This is an optimization exercise on Yosys and OpenROAD, whose aim is small area, a short achievable clock period and few clock cycles per item, not a production implementation.
No activity file was given, so power comes from the tool's default toggle rates.

== ember ==
==> flow/design.v <==
`default_nettype none
module jam_top (
	input  logic        clk,
	input  logic        rst_n,
	input  logic        in_valid,
	input  logic [6:0]  in_cost,
	output logic        out_valid,
	output logic [59:0] out_data    
);
	logic        xv;
	logic [6:0]  x;
	logic [5:0]  k;         
	logic [55:0] A;         
	logic [6:0]  m;         
	logic        rdy;       
	logic        last;      
	logic [2:0]  r;         
	logic        ins;       
	logic        put7;      
	logic        use_sub;   
	logic        pass;      
	logic [2:0]  pcnt;      
	logic        out_v;
	logic [2:0]  beat;
	logic        row_end;
	assign row_end = xv && (k[2:0] == 3'd7);
	always_ff @(posedge clk or negedge rst_n) begin
		if (!rst_n) begin
			xv      <= 1'b0;
			k       <= 6'd0;
			rdy     <= 1'b0;
			last    <= 1'b0;
			ins     <= 1'b0;
			put7    <= 1'b0;
			use_sub <= 1'b0;
		end else begin
			xv      <= in_valid;
			rdy     <= row_end;
			last    <= row_end && (k[5:3] == 3'd7);
			ins     <= row_end || (out_v && beat == 3'd4);
			put7    <= out_v && beat == 3'd4;
			use_sub <= (row_end && k[5:3] != 3'd7) || last || (pcnt > 3'd1)
			           || (out_v && beat == 3'd4);
			if (xv)
				k <= k + 6'd1;
		end
	end
	assign r = k[5:3] - 3'd1;
	logic [55:0] ring [7];
	logic [55:0] cmin;
	logic [55:0] sx, sy, d;
	always_comb begin
		sx = ins ? A : ring[6];
		for (int c = 0; c < 8; c++) begin
			sy[c*7 +: 7] = rdy ? m : cmin[c*7 +: 7];
			d[c*7 +: 7]  = sx[c*7 +: 7] - sy[c*7 +: 7];
		end
	end
	always_ff @(posedge clk) begin
		x <= in_cost;
		if (xv) begin
			A <= {x, A[55:7]};
			m <= (k[2:0] == 3'd0 || x < m) ? x : m;
		end else if (last) begin
			A <= d;   
		end
	end
	logic [2:0] ph;         
	always_ff @(posedge clk) begin
		ring[0] <= use_sub ? d : ring[6];
		for (int i = 1; i < 7; i++)
			ring[i] <= ring[i-1];
	end
	always_ff @(posedge clk or negedge rst_n) begin
		if (!rst_n)
			ph <= 3'd0;
		else if ((rdy && r == 3'd0) || ph == 3'd6)
			ph <= 3'd0;
		else
			ph <= ph + 3'd1;
	end
	logic [63:0] z;         
	logic [7:0]  lt, le;
	logic [7:0]  roh;
	logic [63:0] tr, tc;    
	always_comb begin
		for (int c = 0; c < 8; c++) begin
			lt[c] = rdy && (r == 3'd0 || d[c*7 +: 7] < cmin[c*7 +: 7]);
			le[c] = lt[c] || (rdy && d[c*7 +: 7] == cmin[c*7 +: 7]);
		end
		for (int i = 0; i < 8; i++)
			roh[i] = (r == i[2:0]);
	end
	always_ff @(posedge clk) begin
		for (int c = 0; c < 8; c++) begin
			if (lt[c])
				cmin[c*7 +: 7] <= d[c*7 +: 7];
			for (int i = 0; i < 8; i++)
				z[i*8+c] <= (z[i*8+c] && !lt[c]) || (roh[i] && le[c]);
		end
	end
	logic        pc;        
	logic        busy;      
	logic        done;      
	logic [3:0]  drawn;
	logic [63:0] tr_init;
	logic [7:0]  mr, mc;    
	logic [7:0]  hr, hc;    
	logic [7:0]  rsel, csel;
	logic        take_col;
	logic [7:0]  zc, zr;    
	logic [63:0] zt;        
	logic        all_clear;
	logic [3:0]  pop;
	always_comb begin
		for (int i = 0; i < 8; i++) begin
			pop = 4'd0;
			for (int c = 0; c < 8; c++)
				pop = pop + {3'd0, z[i*8+c]};
			for (int n = 0; n < 8; n++)
				tr_init[i*8+n] = (pop > n[3:0]);
		end
		for (int i = 0; i < 8; i++)
			for (int c = 0; c < 8; c++)
				zt[c*8+i] = z[i*8+c];
	end
	function automatic logic [7:0] first_word(input logic [7:0] f, input logic [63:0] w);
		logic [3:0]  f1;
		logic [31:0] w1;
		logic [1:0]  f2;
		logic [15:0] w2;
		for (int p = 0; p < 4; p++) begin
			f1[p]         = f[2*p] | f[2*p+1];
			w1[p*8 +: 8]  = f[2*p] ? w[2*p*8 +: 8] : w[(2*p+1)*8 +: 8];
		end
		for (int q = 0; q < 2; q++) begin
			f2[q]         = f1[2*q] | f1[2*q+1];
			w2[q*8 +: 8]  = f1[2*q] ? w1[2*q*8 +: 8] : w1[(2*q+1)*8 +: 8];
		end
		first_word = f2[0] ? w2[7:0] : w2[15:8];
	endfunction
	function automatic logic one_or_none(input logic [7:0] v);
		logic seen, two;
		seen = 1'b0;
		two  = 1'b0;
		for (int i = 0; i < 8; i++) begin
			two  = two | (seen & v[i]);
			seen = seen | v[i];
		end
		one_or_none = !two;
	endfunction
	always_comb begin
		mr = 8'd0;
		mc = 8'd0;
		for (int i = 0; i < 8; i++) begin
			mr = mr | tr[i*8 +: 8];
			mc = mc | tc[i*8 +: 8];
		end
		take_col = |(mc & ~mr);   
		for (int i = 0; i < 8; i++) begin
			hr[i] = &(tr[i*8 +: 8] | ~mr);
			hc[i] = &(tc[i*8 +: 8] | ~mc);
		end
		rsel = hr & (~hr + 8'd1);   
		csel = hc & (~hc + 8'd1);
		zr = first_word(hr, z);     
		zc = first_word(hc, zt);    
	end
	logic [7:0] nzr, nzc;   
	always_comb begin
		for (int i = 0; i < 8; i++) begin
			nzr[i] = tr[i*8];
			nzc[i] = tc[i*8];
		end
		all_clear = one_or_none(nzr) || one_or_none(nzc);
	end
	always_ff @(posedge clk) begin
		for (int i = 0; i < 8; i++) begin
			if (pc)
				tr[i*8 +: 8] <= tr_init[i*8 +: 8];
			else if (busy) begin
				if (take_col) begin
					if (zc[i])
						tr[i*8 +: 8] <= {1'b0, tr[i*8+1 +: 7]};
				end else if (rsel[i])
					tr[i*8 +: 8] <= 8'd0;
			end
			if (lt[i])
				tc[i*8 +: 8] <= 8'd1;
			else if (le[i])
				tc[i*8 +: 8] <= {tc[i*8 +: 7], 1'b1};
			else if (busy) begin
				if (take_col) begin
					if (csel[i])
						tc[i*8 +: 8] <= 8'd0;
				end else if (zr[i])
					tc[i*8 +: 8] <= {1'b0, tc[i*8+1 +: 7]};
			end
		end
		if (pc)
			drawn <= 4'd0;
		else if (busy)
			drawn <= drawn + 4'd1;
	end
	logic go;
	logic fin;
	assign fin  = done || (busy && all_clear);
	assign go   = fin && (ph == 3'd0);   
	assign pass = (pcnt != 3'd0);
	always_ff @(posedge clk or negedge rst_n) begin
		if (!rst_n) begin
			pc    <= 1'b0;
			busy  <= 1'b0;
			done  <= 1'b0;
			pcnt  <= 3'd0;
			out_v <= 1'b0;
			beat  <= 3'd0;
		end else begin
			pc   <= last;
			busy <= pc || (busy && !all_clear);
			done <= fin && !go;
			if (last)
				pcnt <= 3'd7;
			else if (pass)
				pcnt <= pcnt - 3'd1;
			if (go) begin
				out_v <= 1'b1;
				beat  <= 3'd0;
			end else if (out_v) begin
				beat <= beat + 3'd1;
				if (beat == 3'd7)
					out_v <= 1'b0;
			end
		end
	end
	assign out_valid = out_v;
	assign out_data  = {ring[1], drawn};
endmodule
`default_nettype wire
Settings: LEC_CHECK=0, CAP_MARGIN=20, CORE_MARGIN=2, CORE_UTILIZATION=40, SLEW_MARGIN=20; clock period 15.0 ns.
standard.sh (not shown) runs the stock make flow with config.mk's settings and CLKGATE_MAP_FILE= SYNTH_SCRIPT=/design/flow/synth_recipe.tcl, a recipe that flattens the netlist after the stock synthesis.
==> flow/flow/run.sh <==
#!/bin/bash
# Standard layout, with timing repair aiming for extra setup slack.
set -euo pipefail
bash standard.sh SETUP_SLACK_MARGIN=11 finish > make.log 2>&1
No stage failed in ember, and the final checks on the layout all came back clean.
[inputs] cedar vs ember
--- a/flow/design.v
+++ b/flow/design.v
@@ -13,35 +13,41 @@
 	logic [55:0] A;         
 	logic [6:0]  m;         
 	logic        rdy;       
 	logic        last;      
+	logic        cmp;       
+	logic        cmp7;      
 	logic [2:0]  r;         
 	logic        ins;       
-	logic        put7;      
 	logic        use_sub;   
-	logic        pass;      
+	logic        a_ld;      
 	logic [2:0]  pcnt;      
 	logic        out_v;
 	logic [2:0]  beat;
 	logic        row_end;
+	logic        put7_n;    
 	assign row_end = xv && (k[2:0] == 3'd7);
+	assign put7_n  = out_v && (beat == 3'd3);
 	always_ff @(posedge clk or negedge rst_n) begin
 		if (!rst_n) begin
 			xv      <= 1'b0;
 			k       <= 6'd0;
 			rdy     <= 1'b0;
 			last    <= 1'b0;
+			cmp     <= 1'b0;
+			cmp7    <= 1'b0;
 			ins     <= 1'b0;
-			put7    <= 1'b0;
 			use_sub <= 1'b0;
+			a_ld    <= 1'b0;
 		end else begin
 			xv      <= in_valid;
 			rdy     <= row_end;
 			last    <= row_end && (k[5:3] == 3'd7);
-			ins     <= row_end || (out_v && beat == 3'd4);
-			put7    <= out_v && beat == 3'd4;
-			use_sub <= (row_end && k[5:3] != 3'd7) || last || (pcnt > 3'd1)
-			           || (out_v && beat == 3'd4);
+			cmp     <= rdy;
+			cmp7    <= last;
+			ins     <= row_end || (pcnt == 3'd3) || put7_n;
+			use_sub <= row_end || cmp7 || (pcnt > 3'd1) || put7_n;
+			a_ld    <= (row_end && k[5:3] == 3'd7) || (pcnt == 3'd3);
 			if (xv)
 				k <= k + 6'd1;
 		end
 	end
@@ -60,10 +66,10 @@
 		x <= in_cost;
 		if (xv) begin
 			A <= {x, A[55:7]};
 			m <= (k[2:0] == 3'd0 || x < m) ? x : m;
-		end else if (last) begin
-			A <= d;   
+		end else if (a_ld) begin
+			A <= ring[6];
 		end
 	end
 	logic [2:0] ph;         
 	always_ff @(posedge clk) begin
@@ -84,18 +90,18 @@
 	logic [7:0]  roh;
 	logic [63:0] tr, tc;    
 	always_comb begin
 		for (int c = 0; c < 8; c++) begin
-			lt[c] = rdy && (r == 3'd0 || d[c*7 +: 7] < cmin[c*7 +: 7]);
-			le[c] = lt[c] || (rdy && d[c*7 +: 7] == cmin[c*7 +: 7]);
+			lt[c] = cmp && (r == 3'd0 || ring[0][c*7 +: 7] < cmin[c*7 +: 7]);
+			le[c] = lt[c] || (cmp && ring[0][c*7 +: 7] == cmin[c*7 +: 7]);
 		end
 		for (int i = 0; i < 8; i++)
 			roh[i] = (r == i[2:0]);
 	end
 	always_ff @(posedge clk) begin
 		for (int c = 0; c < 8; c++) begin
 			if (lt[c])
-				cmin[c*7 +: 7] <= d[c*7 +: 7];
+				cmin[c*7 +: 7] <= ring[0][c*7 +: 7];
 			for (int i = 0; i < 8; i++)
 				z[i*8+c] <= (z[i*8+c] && !lt[c]) || (roh[i] && le[c]);
 		end
 	end
@@ -204,10 +210,9 @@
 	end
 	logic go;
 	logic fin;
 	assign fin  = done || (busy && all_clear);
-	assign go   = fin && (ph == 3'd0);   
-	assign pass = (pcnt != 3'd0);
+	assign go   = fin && (ph == 3'd1);   
 	always_ff @(posedge clk or negedge rst_n) begin
 		if (!rst_n) begin
 			pc    <= 1'b0;
 			busy  <= 1'b0;
@@ -215,14 +220,14 @@
 			pcnt  <= 3'd0;
 			out_v <= 1'b0;
 			beat  <= 3'd0;
 		end else begin
-			pc   <= last;
+			pc   <= cmp7;
 			busy <= pc || (busy && !all_clear);
 			done <= fin && !go;
-			if (last)
+			if (cmp7)
 				pcnt <= 3'd7;
-			else if (pass)
+			else if (pcnt != 3'd0)
 				pcnt <= pcnt - 3'd1;
 			if (go) begin
 				out_v <= 1'b1;
 				beat  <= 3'd0;
@@ -233,7 +238,7 @@
 			end
 		end
 	end
 	assign out_valid = out_v;
-	assign out_data  = {ring[1], drawn};
+	assign out_data  = {ring[2], drawn};
 endmodule
 `default_nettype wire
Results
cedar: done, clean on timing, DRC and antenna. Fraction of power consumed by combinational cells (lower): cedar. cedar: transition time at the pin with the least slew margin lower than ember. cedar: number of nets produced by synthesis is 173 higher than what ember reported. cedar vs ember — number of buffers outside the clock class in the layout dropped by more than half. Looking only at sequential element share of the synthesized area, and setting everything else aside, the lower value of ember and cedar goes to cedar. When cedar is set beside ember, its clock buffer count in the final layout turns out to be 5.6% larger. Power attributed to the clock group in cedar vs ember: up about 4%. Setup slack (higher): cedar. Critical path depth in cells ended up 19 lower on cedar than on ember. Going from ember to cedar, post-placement cell count grows by about 6%. There was hardly any difference in clock transition at the register clock pins on the worst setup and hold paths after CTS between ember and cedar. Taking ember as the reference, in cedar chip width saw an increase, final design utilization fell by 3.6 points, share of the cycle needed by the critical path after routing went down.
No functional check of the RTL was part of any run of this note.

-- afterwards: timing with drivers on the ports --
The flow's constraints put no driver on any port. The routed layouts listed below were extracted and timed again, unchanged, in two steps.
Step 1 assumes that a clkbuf_16 drives the clock port and a buf_2 every other input.
Step 2, shift: input delay + t, output delay - t, t = (earliest + latest rising clock arrival at the registers) / 2. This alone moves slack from input paths to output paths.
Slacks: no drivers / after step 1 / after step 2; pairs: no drivers / after step 1.
run	shift t [ns]	setup slack, ns	worst hold slack (ns)
ember	0.688	10.756 / 10.756 / 10.756	0.319 / 0.319 / 0.319
cedar	0.690	10.835 / 10.770 / 11.079	0.310 / 0.310 / 0.310
After both steps setup and hold are still met in every run listed.
